This is an optimization exercise on Yosys and OpenROAD, whose aim is small area, a short achievable clock period and few clock cycles, not a production implementation. Function was checked by simulation only, so behaviour that the tests miss may differ from the original. Power is estimated from default activity; no workload was simulated.

### design/flow/run.sh
#!/bin/bash
# synth_recipe.tcl (not shown) runs the flow's synth.tcl, then flattens the netlist and writes it again
# the make line also repeats each setting of config.mk as NAME=value (left out here)
make -C /OpenROAD-flow-scripts/flow DESIGN_CONFIG=/design/flow/config.mk WORK_HOME=/design/flow/orfs CLKGATE_MAP_FILE= SYNTH_SCRIPT=/design/flow/synth_recipe.tcl finish
### design/flow/config.mk
export PLATFORM = sky130hd
export DESIGN_NAME = fft_top
export DESIGN_NICKNAME = fft_top
export VERILOG_FILES = /design/flow/design.v
export SDC_FILE = /design/flow/constraint.sdc
export NUM_CORES = 4
export LEC_CHECK = 0
export CAP_MARGIN = 20
export CORE_MARGIN = 2
export CORE_UTILIZATION = 40
export SLEW_MARGIN = 20
### design/flow/constraint.sdc
create_clock -name core_clock -period 6.5 [get_ports {clk}]
set_input_delay 1.3000 -clock core_clock [delete_from_list [all_inputs] [get_ports {clk}]]
set_output_delay 1.3000 -clock core_clock [all_outputs]
set_load 0.01 [all_outputs]
### design/flow/design.v
package fft_data_pkg;
  typedef logic signed [8+8-1:0] sample_t;
  typedef struct packed {
    sample_t re;
    sample_t im;
  } cplx_t;
  typedef struct packed {
    cplx_t upper;  
    cplx_t lower;  
  } cplx_pair_t;
endpackage
package fft_ctrl_pkg;
  typedef logic [$clog2(8)-1:0] bin_addr_t;
  typedef struct packed {
    bin_addr_t upper;
    bin_addr_t lower;
  } addr_pair_t;
  typedef logic [$clog2(3)-1:0] stage_t;
  typedef logic [$clog2(8/2)-1:0] twiddle_idx_t;
  typedef struct packed {
    logic       valid;
    addr_pair_t addr;
  } wr_cmd_t;
endpackage
`timescale 1ns/1ps
module fft_delay_line #(
  parameter int width = 1,
  parameter int depth = 1
) (
  input  logic             clk,
  input  logic             reset,
  input  logic [width-1:0] in,
  output logic [width-1:0] out
);
  logic [width-1:0] chain [depth];
  always_ff @(posedge clk) begin
    if (reset) begin
      for (int i = 0; i < depth; i++) begin
        chain[i] <= '0;
      end
    end else begin
      chain[0] <= in;
      for (int i = 1; i < depth; i++) begin
        chain[i] <= chain[i-1];
      end
    end
  end
  assign out = chain[depth-1];
endmodule
`timescale 1ns/1ps
module fft_sequencer (
  input  logic                       clk,
  input  logic                       reset,
  input  logic                       load,
  input  logic                       start,
  output logic                       done,
  output logic                       load_active,
  output fft_ctrl_pkg::wr_cmd_t      load_wr,
  output fft_ctrl_pkg::addr_pair_t   rd_pair,
  output logic                       bank_sel,
  output fft_ctrl_pkg::twiddle_idx_t twiddle_idx,
  output fft_ctrl_pkg::wr_cmd_t      bfly_wr
);
  localparam int cyc_w = $clog2(8);
  localparam int pairs = 8 / 2;
  localparam int pair_w = $clog2(pairs);
  localparam int last_stage = 3 - 1;
  logic                     running;
  logic [cyc_w-1:0]         cyc;
  logic [pair_w-1:0]        pair;
  logic [pair_w-1:0]        load_cnt;
  fft_ctrl_pkg::stage_t     stage;
  fft_ctrl_pkg::bin_addr_t  nat_upper;
  fft_ctrl_pkg::bin_addr_t  nat_lower;
  fft_ctrl_pkg::addr_pair_t wr_pair;
  logic                     slot_end;
  logic                     pair_last;
  logic                     stage_last;
  function automatic logic [2:0] bit_rev(input logic [2:0] a);
    bit_rev = {a[0], a[1], a[2]};
  endfunction
  function automatic logic [2:0] rot_left(input logic [2:0] a, input logic [1:0] s);
    logic [5:0] d;
    d = {a, a} << s;
    rot_left = d[5:3];
  endfunction
  assign slot_end   = (cyc == cyc_w'(8 - 1));
  assign pair_last  = (pair == pair_w'(pairs - 1));
  assign stage_last = (stage == fft_ctrl_pkg::stage_t'(last_stage));
  assign nat_upper = {pair, 1'b0};
  assign nat_lower = {pair, 1'b1};
  assign rd_pair.upper = (stage == '0) ? bit_rev(nat_upper) : rot_left(nat_upper, stage);
  assign rd_pair.lower = (stage == '0) ? bit_rev(nat_lower) : rot_left(nat_lower, stage);
  assign wr_pair.upper = rot_left(nat_upper, stage);  
  assign wr_pair.lower = rot_left(nat_lower, stage);
  assign twiddle_idx = pair &
      ~fft_ctrl_pkg::twiddle_idx_t'((1 << (last_stage - int'(stage))) - 1);
  assign load_active   = ~running;
  assign load_wr.valid = load & ~running;
  assign load_wr.addr  = {load_cnt, 1'b0, load_cnt, 1'b1};
  always_ff @(posedge clk) begin
    if (reset) begin
      running  <= 1'b0;
      cyc      <= '0;
      pair     <= '0;
      stage    <= '0;
      load_cnt <= '0;
      bank_sel <= 1'b0;
      done     <= 1'b0;
      bfly_wr  <= '0;
    end else begin
      bfly_wr <= '0;
      if (load && !running) begin
        load_cnt <= load_cnt + 1'b1;
        done     <= 1'b0;
      end
      if (start && !running) begin
        running  <= 1'b1;
        cyc      <= '0;
        pair     <= '0;
        stage    <= '0;
        load_cnt <= '0;
        bank_sel <= 1'b0;  
      end else if (running) begin
        if (cyc == '0) begin
          bfly_wr.valid <= 1'b1;  
          bfly_wr.addr  <= wr_pair;
        end
        cyc <= slot_end ? '0 : cyc + 1'b1;
        if (slot_end) begin
          pair <= pair + 1'b1;
          if (pair_last) begin
            stage    <= stage + 1'b1;
            bank_sel <= ~bank_sel;
            if (stage_last) begin
              stage   <= '0;
              running <= 1'b0;
              done    <= 1'b1;
            end
          end
        end
      end
    end
  end
endmodule
`timescale 1ns/1ps
module fft_butterfly (
  input  logic                       clk,
  input  logic                       reset,
  input  fft_data_pkg::cplx_pair_t   operands,
  input  fft_ctrl_pkg::twiddle_idx_t twiddle_idx,
  input  fft_ctrl_pkg::wr_cmd_t      bfly_wr,
  output fft_data_pkg::cplx_pair_t   results,
  output fft_ctrl_pkg::wr_cmd_t      res_wr
);
  localparam int w = 8 + 8;
  localparam int f = 8;
  typedef logic signed [2*w-1:0] prod_t;
  fft_ctrl_pkg::twiddle_idx_t idx_q;
  fft_data_pkg::cplx_t        odd_q;
  fft_data_pkg::cplx_t        odd_qq;
  fft_data_pkg::cplx_t        tw_q;
  prod_t                      p_rr, p_ii, p_ri, p_ir;
  fft_data_pkg::sample_t      t_rr, t_ii, t_ri, t_ir;
  fft_data_pkg::cplx_t        prod_q;
  fft_data_pkg::cplx_t        even_d;
  function automatic logic [31:0] twiddle_rom(input logic [1:0] idx);
    logic [31:0] tw;
    case (idx)
      2'd0:    tw = {16'sh0100, 16'sh0000};  
      2'd1:    tw = {16'sh00b5, 16'shff4b};  
      2'd2:    tw = {16'sh0000, 16'shff00};  
      default: tw = {16'shff4b, 16'shff4b};
    endcase
    twiddle_rom = tw;
  endfunction
  function automatic logic [15:0] round_q(input logic [31:0] p);
    logic [31:0] r;
    r = p + (32'd1 << (f - 1));
    round_q = r[w+f-1:f];
  endfunction
  always_ff @(posedge clk) begin
    idx_q  <= twiddle_idx;
    odd_q  <= operands.lower;
    tw_q   <= twiddle_rom(idx_q);  
    odd_qq <= odd_q;
    p_rr   <= $signed(odd_qq.re) * $signed(tw_q.re);
    p_ii   <= $signed(odd_qq.im) * $signed(tw_q.im);
    p_ri   <= $signed(odd_qq.re) * $signed(tw_q.im);
    p_ir   <= $signed(odd_qq.im) * $signed(tw_q.re);
    t_rr   <= round_q(p_rr);
    t_ii   <= round_q(p_ii);
    t_ri   <= round_q(p_ri);
    t_ir   <= round_q(p_ir);
    prod_q.re <= t_rr - t_ii;
    prod_q.im <= t_ri + t_ir;
    results.upper.re <= even_d.re + prod_q.re;  
    results.upper.im <= even_d.im + prod_q.im;
    results.lower.re <= even_d.re - prod_q.re;
    results.lower.im <= even_d.im - prod_q.im;
  end
  fft_delay_line #(
    .width(32),
    .depth(6 - 1)
  ) u_even_delay (
    .clk(clk),
    .reset(reset),
    .in(operands.upper),
    .out(even_d)
  );
  fft_delay_line #(
    .width(7),
    .depth(6)
  ) u_wr_delay (
    .clk(clk),
    .reset(reset),
    .in(bfly_wr),
    .out(res_wr)
  );
endmodule
`timescale 1ns/1ps
module fft_pingpong_mem (
  input  logic                     clk,
  input  logic                     reset,
  input  logic                     load_active,
  input  fft_ctrl_pkg::wr_cmd_t    load_wr,
  input  fft_data_pkg::cplx_pair_t load_data,
  input  fft_ctrl_pkg::addr_pair_t rd_pair,
  input  logic                     bank_sel,
  input  fft_ctrl_pkg::wr_cmd_t    res_wr,
  input  fft_data_pkg::cplx_pair_t results,
  output fft_data_pkg::cplx_pair_t operands,
  input  fft_ctrl_pkg::bin_addr_t  rd_addr,
  output fft_data_pkg::cplx_t      rd_data
);
  logic [31:0]              bank0 [0:8-1];
  logic [31:0]              bank1 [0:8-1];
  logic                     wr_en0, wr_en1;
  fft_ctrl_pkg::addr_pair_t wr_addr0;
  fft_data_pkg::cplx_pair_t wr_data0;
  always_comb begin
    wr_en0   = res_wr.valid && !load_active && (bank_sel != 1'b0);
    wr_addr0 = res_wr.addr;
    wr_data0 = results;
    if (load_active) begin
      wr_en0   = load_wr.valid;  
      wr_addr0 = load_wr.addr;
      wr_data0 = load_data;
    end
  end
  assign wr_en1 = res_wr.valid && !load_active && (bank_sel != 1'b1);
  always_ff @(posedge clk) begin
    if (wr_en0) begin
      bank0[wr_addr0.upper] <= wr_data0.upper;
      bank0[wr_addr0.lower] <= wr_data0.lower;
    end
    if (wr_en1) begin
      bank1[res_wr.addr.upper] <= results.upper;
      bank1[res_wr.addr.lower] <= results.lower;
    end
  end
  always_ff @(posedge clk) begin
    if (reset) begin
      operands <= '0;
      rd_data  <= '0;
    end else begin
      operands.upper <= bank_sel ? bank1[rd_pair.upper] : bank0[rd_pair.upper];
      operands.lower <= bank_sel ? bank1[rd_pair.lower] : bank0[rd_pair.lower];
      rd_data        <= bank1[rd_addr];  
    end
  end
endmodule
`timescale 1ns/1ps
module fft_top (
  input  logic        clk,
  input  logic        reset,
  input  logic        load,
  input  logic [63:0] load_data,  
  input  logic        start,
  output logic        done,
  input  logic [2:0]  rd_addr,
  output logic [31:0] rd_data     
);
  logic                       load_active;
  logic                       bank_sel;
  fft_ctrl_pkg::wr_cmd_t      load_wr;
  fft_ctrl_pkg::wr_cmd_t      bfly_wr;
  fft_ctrl_pkg::wr_cmd_t      res_wr;
  fft_ctrl_pkg::addr_pair_t   rd_pair;
  fft_ctrl_pkg::twiddle_idx_t twiddle_idx;
  fft_data_pkg::cplx_pair_t   operands;
  fft_data_pkg::cplx_pair_t   results;
  fft_sequencer u_sequencer (
    .clk(clk),
    .reset(reset),
    .load(load),
    .start(start),
    .done(done),
    .load_active(load_active),
    .load_wr(load_wr),
    .rd_pair(rd_pair),
    .bank_sel(bank_sel),
    .twiddle_idx(twiddle_idx),
    .bfly_wr(bfly_wr)
  );
  fft_pingpong_mem u_mem (
    .clk(clk),
    .reset(reset),
    .load_active(load_active),
    .load_wr(load_wr),
    .load_data(load_data),
    .rd_pair(rd_pair),
    .bank_sel(bank_sel),
    .res_wr(res_wr),
    .results(results),
    .operands(operands),
    .rd_addr(rd_addr),
    .rd_data(rd_data)
  );
  fft_butterfly u_butterfly (
    .clk(clk),
    .reset(reset),
    .operands(operands),
    .twiddle_idx(twiddle_idx),
    .bfly_wr(bfly_wr),
    .results(results),
    .res_wr(res_wr)
  );
endmodule
==> out/results.md <==
• **total of endpoints with negative setup slack in the final report** 0
• **area delta synth->final** 12.68%
• **reported leakage power** 35.69 nW
• **number of enable flip-flop cells after synthesis** 512
• **total number of placement rows** 157
• **Worst Setup EP** u_butterfly.p_ir[23]
• **ratio of final minimum period to clock period** 93.75%
• **destination of the worst register-to-register timing path** u_butterfly.p_ir[23]
• **worst slew margin relative to its limit** 25.81%
• **drt first-iter violations** 4370
• **final net count** 7432
• **die width** 433.9 um
• **setup fix buffers added after clock tree synthesis** 0
• **nets in the synthesized netlist** 7324
• **portion of synthesized cell area occupied by the leading cell type** 20.80%
• **pre-CTS setup slack** 0.2498 ns
• **result of the run** finished clean
• **remaining number of nets flagged by the antenna check after routing** 0
• **maximum number of pins on one net before global-route repair** 161
• **clock net sink count** 1126
• **Via density** 5.323
• **average instance area after synthesis** 11.89 um2
• **Power per Cell Area** 202.0 nW/um2
• **cell with the most instances after synthesis** sky130_fd_sc_hd__inv_1
• **core occupancy in the finished layout** 45.45%
• **Inst Count DP** 8655
• **number of synthesized register bits** 1126
• **max-slew violation count** 0
• **kind of critical path** reg -> reg
• **Clock Tree Buf Depth** 3
• **# DRC** 0
• **Multi-input gate area** 41920 um2
• **final RePlAce weighted congestion** 0.8819
• **number of unique standard cell types used by synthesis** 71
• **fraction of layout cells with a size suffix above 1** 16.75%
• **CTS buffer count** 131
• **global routing usage on met1** 28.87%
• **ys flop type** sky130_fd_sc_hd__dfxtp_1
• **fraction of met2 tracks used by global routing** 36.88%
• **CTS Hold Bufs** 0
• **met3 GRT Util** 3.998%
• **maximum net fanout on the critical path** 23
• **wire length of the first global-routing pass** 310900 um
• **Final Instance Count excl. Fillers** 8900
• **most used standard cells in the synthesized netlist** sky130_fd_sc_hd__inv_1, sky130_fd_sc_hd__dfxtp_1, sky130_fd_sc_hd__fa_1, sky130_fd_sc_hd__edfxtp_1, sky130_fd_sc_hd__ha_1
• **clock slew at the register clock pins of the worst setup and hold paths** 0.05 ns
• **Final Hold Slack** 0.3159 ns
• **overall power** 16.83 mW
• **Worst Skew** 0.03724 ns
• **Final WS setup** 0.4063 ns
• **maximum resistive drop on vdd** 281.9 uV
• **FMAX** 164.1 MHz
• **wire length per cell** 23.04 um
• **detailed-placement wirelength estimate** 141800 um
• **Most Crowded Layer GR** met2
• **clock tree from TritonCTS** built
• **Vert. Die Dim** 433.9 um
• **final worst path period need** 6.094 ns
• **CP endpoint kind** flip-flop
• **measured slew at the worst slew-check pin** 1.113 ns
• **die footprint** 188300 um2
• **RSZ-0062 raised after global routing** no
• **startpoint of the worst-slack reg-to-reg timing path** u_butterfly.tw_q[23]
• **share of synthesized area occupied by flip-flops and latches** 37.42%
• **total routing usage reported by global routing** 22.19%
• **Post-DP Area** 78530 um2
• **proportion of register bits with asynchronous set or reset after synthesis** 0%
• **Max H-tree Level** 4
• **number of vias in the routed layout** 47.37k
• **Boundary Pins** 104
• **max-cap check violation count** 0
• **count of final hold-check violations** 0
• **post-synthesis cell area** 73930 um2
• **beginning of the critical path** u_butterfly.tw_q[23]
• **dominant cell type by area after synthesis** sky130_fd_sc_hd__edfxtp_1
• **sequential cell area in the final layout** 27680 um2
• **slack of the worst reg-to-reg path** 0.41 ns
• **effective utilization at floorplan** 40.34%
• **leftover overflow at the end of global routing** 0
• **cell count after synthesis** 6216
• **Port Buf Inserts** 103
• **number of global-route vias before repair** 49.48k
• **number of filler cells placed in the layout** 16.58k
• **Worst Path Required** 7.13 ns
• **startpoint types** flip-flop
• **setup TNS** 0 ns
• **core outline area** 183300 um2
• **count of synthesis-stage warnings from yosys** 7
• **worst hold path class** reg -> reg
• **fin area** 83310 um2
• **initial antenna violation count** 16
• **Clock Tree Root** sky130_fd_sc_hd__clkbuf_16
• **synth top area cells** sky130_fd_sc_hd__edfxtp_1, sky130_fd_sc_hd__dfxtp_1, sky130_fd_sc_hd__fa_1
• **Reg2Reg Depth** 23
• **detailed-route wire length** 205000 um
• **DRT Pass-1 Iters** 6
• **clock network latency to the later pin of the worst-skew pair** 0.79 ns
• **data arrival at the endpoint of the critical path** 6.73 ns
## registers in the layout (all words and copies together), names as in the netlist, 16 cells and up
register and count:
u_butterfly.u_wr_delay.chain 42, u_butterfly.t_ii 16, u_mem.bank0 256, u_butterfly.p_ri 17, u_butterfly.p_rr 17, u_butterfly.p_ir 17
u_mem.rd_data 32, u_butterfly.results 62, u_butterfly.p_ii 17, u_mem.operands 64, u_butterfly.t_rr 16, u_butterfly.odd_q 32
u_butterfly.prod_q 32, u_butterfly.u_even_delay.chain 160, u_butterfly.t_ri 16, u_butterfly.odd_qq 32, u_butterfly.t_ir 16, u_mem.bank1 256
## layout by cell type (no fill, tap or decap), types with 8 or more instances in the layout
cell type,count
sky130_fd_sc_hd__a21o_1,39
sky130_fd_sc_hd__a21oi_1,344
sky130_fd_sc_hd__a31oi_1,16
sky130_fd_sc_hd__and2_1,162
sky130_fd_sc_hd__and3_1,32
sky130_fd_sc_hd__buf_12,13
sky130_fd_sc_hd__buf_4,135
sky130_fd_sc_hd__bufinv_16,16
sky130_fd_sc_hd__clkbuf_1,12
sky130_fd_sc_hd__clkbuf_16,141
sky130_fd_sc_hd__clkbuf_8,21
sky130_fd_sc_hd__clkdlybuf4s50_1,99
sky130_fd_sc_hd__clkinv_2,21
sky130_fd_sc_hd__clkinv_4,8
sky130_fd_sc_hd__dfxtp_1,609
sky130_fd_sc_hd__edfxtp_1,512
sky130_fd_sc_hd__fa_1,537
sky130_fd_sc_hd__ha_1,500
sky130_fd_sc_hd__inv_1,945
sky130_fd_sc_hd__mux2_1,29
sky130_fd_sc_hd__mux2_2,252
sky130_fd_sc_hd__mux2i_1,69
sky130_fd_sc_hd__mux4_2,384
sky130_fd_sc_hd__nand2_1,160
sky130_fd_sc_hd__nand2b_1,30
sky130_fd_sc_hd__nand3_1,65
sky130_fd_sc_hd__nand4_1,15
sky130_fd_sc_hd__nor2_1,435
sky130_fd_sc_hd__nor2_4,9
sky130_fd_sc_hd__nor2b_1,229
sky130_fd_sc_hd__nor3_1,37
sky130_fd_sc_hd__o21a_1,18
sky130_fd_sc_hd__o21ai_0,36
sky130_fd_sc_hd__o21bai_1,24
sky130_fd_sc_hd__o22ai_4,9
sky130_fd_sc_hd__or3_1,12
sky130_fd_sc_hd__xnor2_1,221
sky130_fd_sc_hd__xor2_1,79
## worst max-delay path, cell delays in order (launching register included)
cell	delay (ns)
sky130_fd_sc_hd__dfxtp_1	0.33
sky130_fd_sc_hd__buf_12	0.16
sky130_fd_sc_hd__nand2_1	0.16
sky130_fd_sc_hd__inv_1	0.12
sky130_fd_sc_hd__fa_1	0.57
sky130_fd_sc_hd__inv_1	0.06
sky130_fd_sc_hd__fa_1	0.45
sky130_fd_sc_hd__fa_1	0.55
sky130_fd_sc_hd__inv_1	0.06
sky130_fd_sc_hd__fa_1	0.48
sky130_fd_sc_hd__fa_1	0.49
sky130_fd_sc_hd__inv_1	0.05
sky130_fd_sc_hd__fa_1	0.48
sky130_fd_sc_hd__inv_1	0.05
sky130_fd_sc_hd__ha_1	0.32
sky130_fd_sc_hd__o21ai_0	0.10
sky130_fd_sc_hd__nand2b_1	0.12
sky130_fd_sc_hd__nand3_1	0.11
sky130_fd_sc_hd__a211oi_1	0.48
sky130_fd_sc_hd__o2111ai_2	0.24
sky130_fd_sc_hd__nand3_1	0.17
sky130_fd_sc_hd__a31oi_2	0.12
sky130_fd_sc_hd__o21bai_1	0.19
sky130_fd_sc_hd__xnor2_1	0.08
## logic make-up after synthesis
family,synth area share [%]
flops,37.42
xor+xnor,3.554
fa+ha+maj,23.00
compound gates,4.617
simple gates,8.100
mux,16.91
buf+inv,6.395
## layer usage
layer,wire length [um],vias to the layer above
met3,14560,435
met1,83600,23828
met2,98730,1784
met5,13,-
met4,8119,2
li1,-,21325
## how the worst min path moves through the flow
stage,startpoint,end,cells past startpoint
floorplan,u_mem.operands[0],u_butterfly.odd_q[0],0
global placement,u_butterfly.odd_q[30],u_butterfly.odd_qq[30],0
detailed placement,u_mem.operands[5],u_butterfly.odd_q[5],0
CTS,u_butterfly.odd_q[25],u_butterfly.odd_qq[25],0
global route,u_butterfly.odd_q[25],u_butterfly.odd_qq[25],0
finish,u_butterfly.odd_q[25],u_butterfly.odd_qq[25],0
## final cells by class
type,count,share of cell area [%]
clock buffers,174,4.636
clock inverters,66,1.066
flip-flops and latches,1126,33.23
repair buffers,250,2.756
well taps,2464,3.701
inverters,949,4.276
multi-input cells,3866,50.32
diodes,5,0.01502
## timing repair
item | 4_1_cts | 5_1_grt
endpoints found under the setup margin | 0 | 4
resized for setup | 0 | 4
endpoints found under the hold margin | 0 | 0
## report_power, final
| part | internal (mW) | switching, mW |
|---|---|---|
| Clock | 4.86 | 3.17 |
| Combinational | 0.457 | 0.575 |
| Sequential | 7.59 | 0.176 |
Testbench counts, summed over its fixed seeds: cycles 41,864.

[afterwards: timing with drivers on the ports]
The flow's constraints put no driver on any port. The routed layout listed below was extracted and timed again, unchanged, in two steps. Step 1, drivers: a clkbuf_16 drives clk and a buf_2 each remaining input, both assumed. Step 2 adds t to the input delays and takes it off the output delays; t is the mean of the earliest and latest rising clock arrival at the registers after step 1. Input paths then give back, and output paths get back, about the clock's delay inside the block. Slacks: no drivers / after step 1 / after step 2; pairs: no drivers / after step 1.
t, ns: 0.847
setup WS [ns]: 0.406 / 0.406 / 0.406
worst hold slack (ns): 0.316 / 0.316 / 0.316
worst data-port slew with drivers (ns): 0.05
cell pins on the clock port's net: 1
After both steps this run still meets setup and hold. The setup slack of this run moves by 0.000 ns with the drivers and by 0.000 ns with both steps.
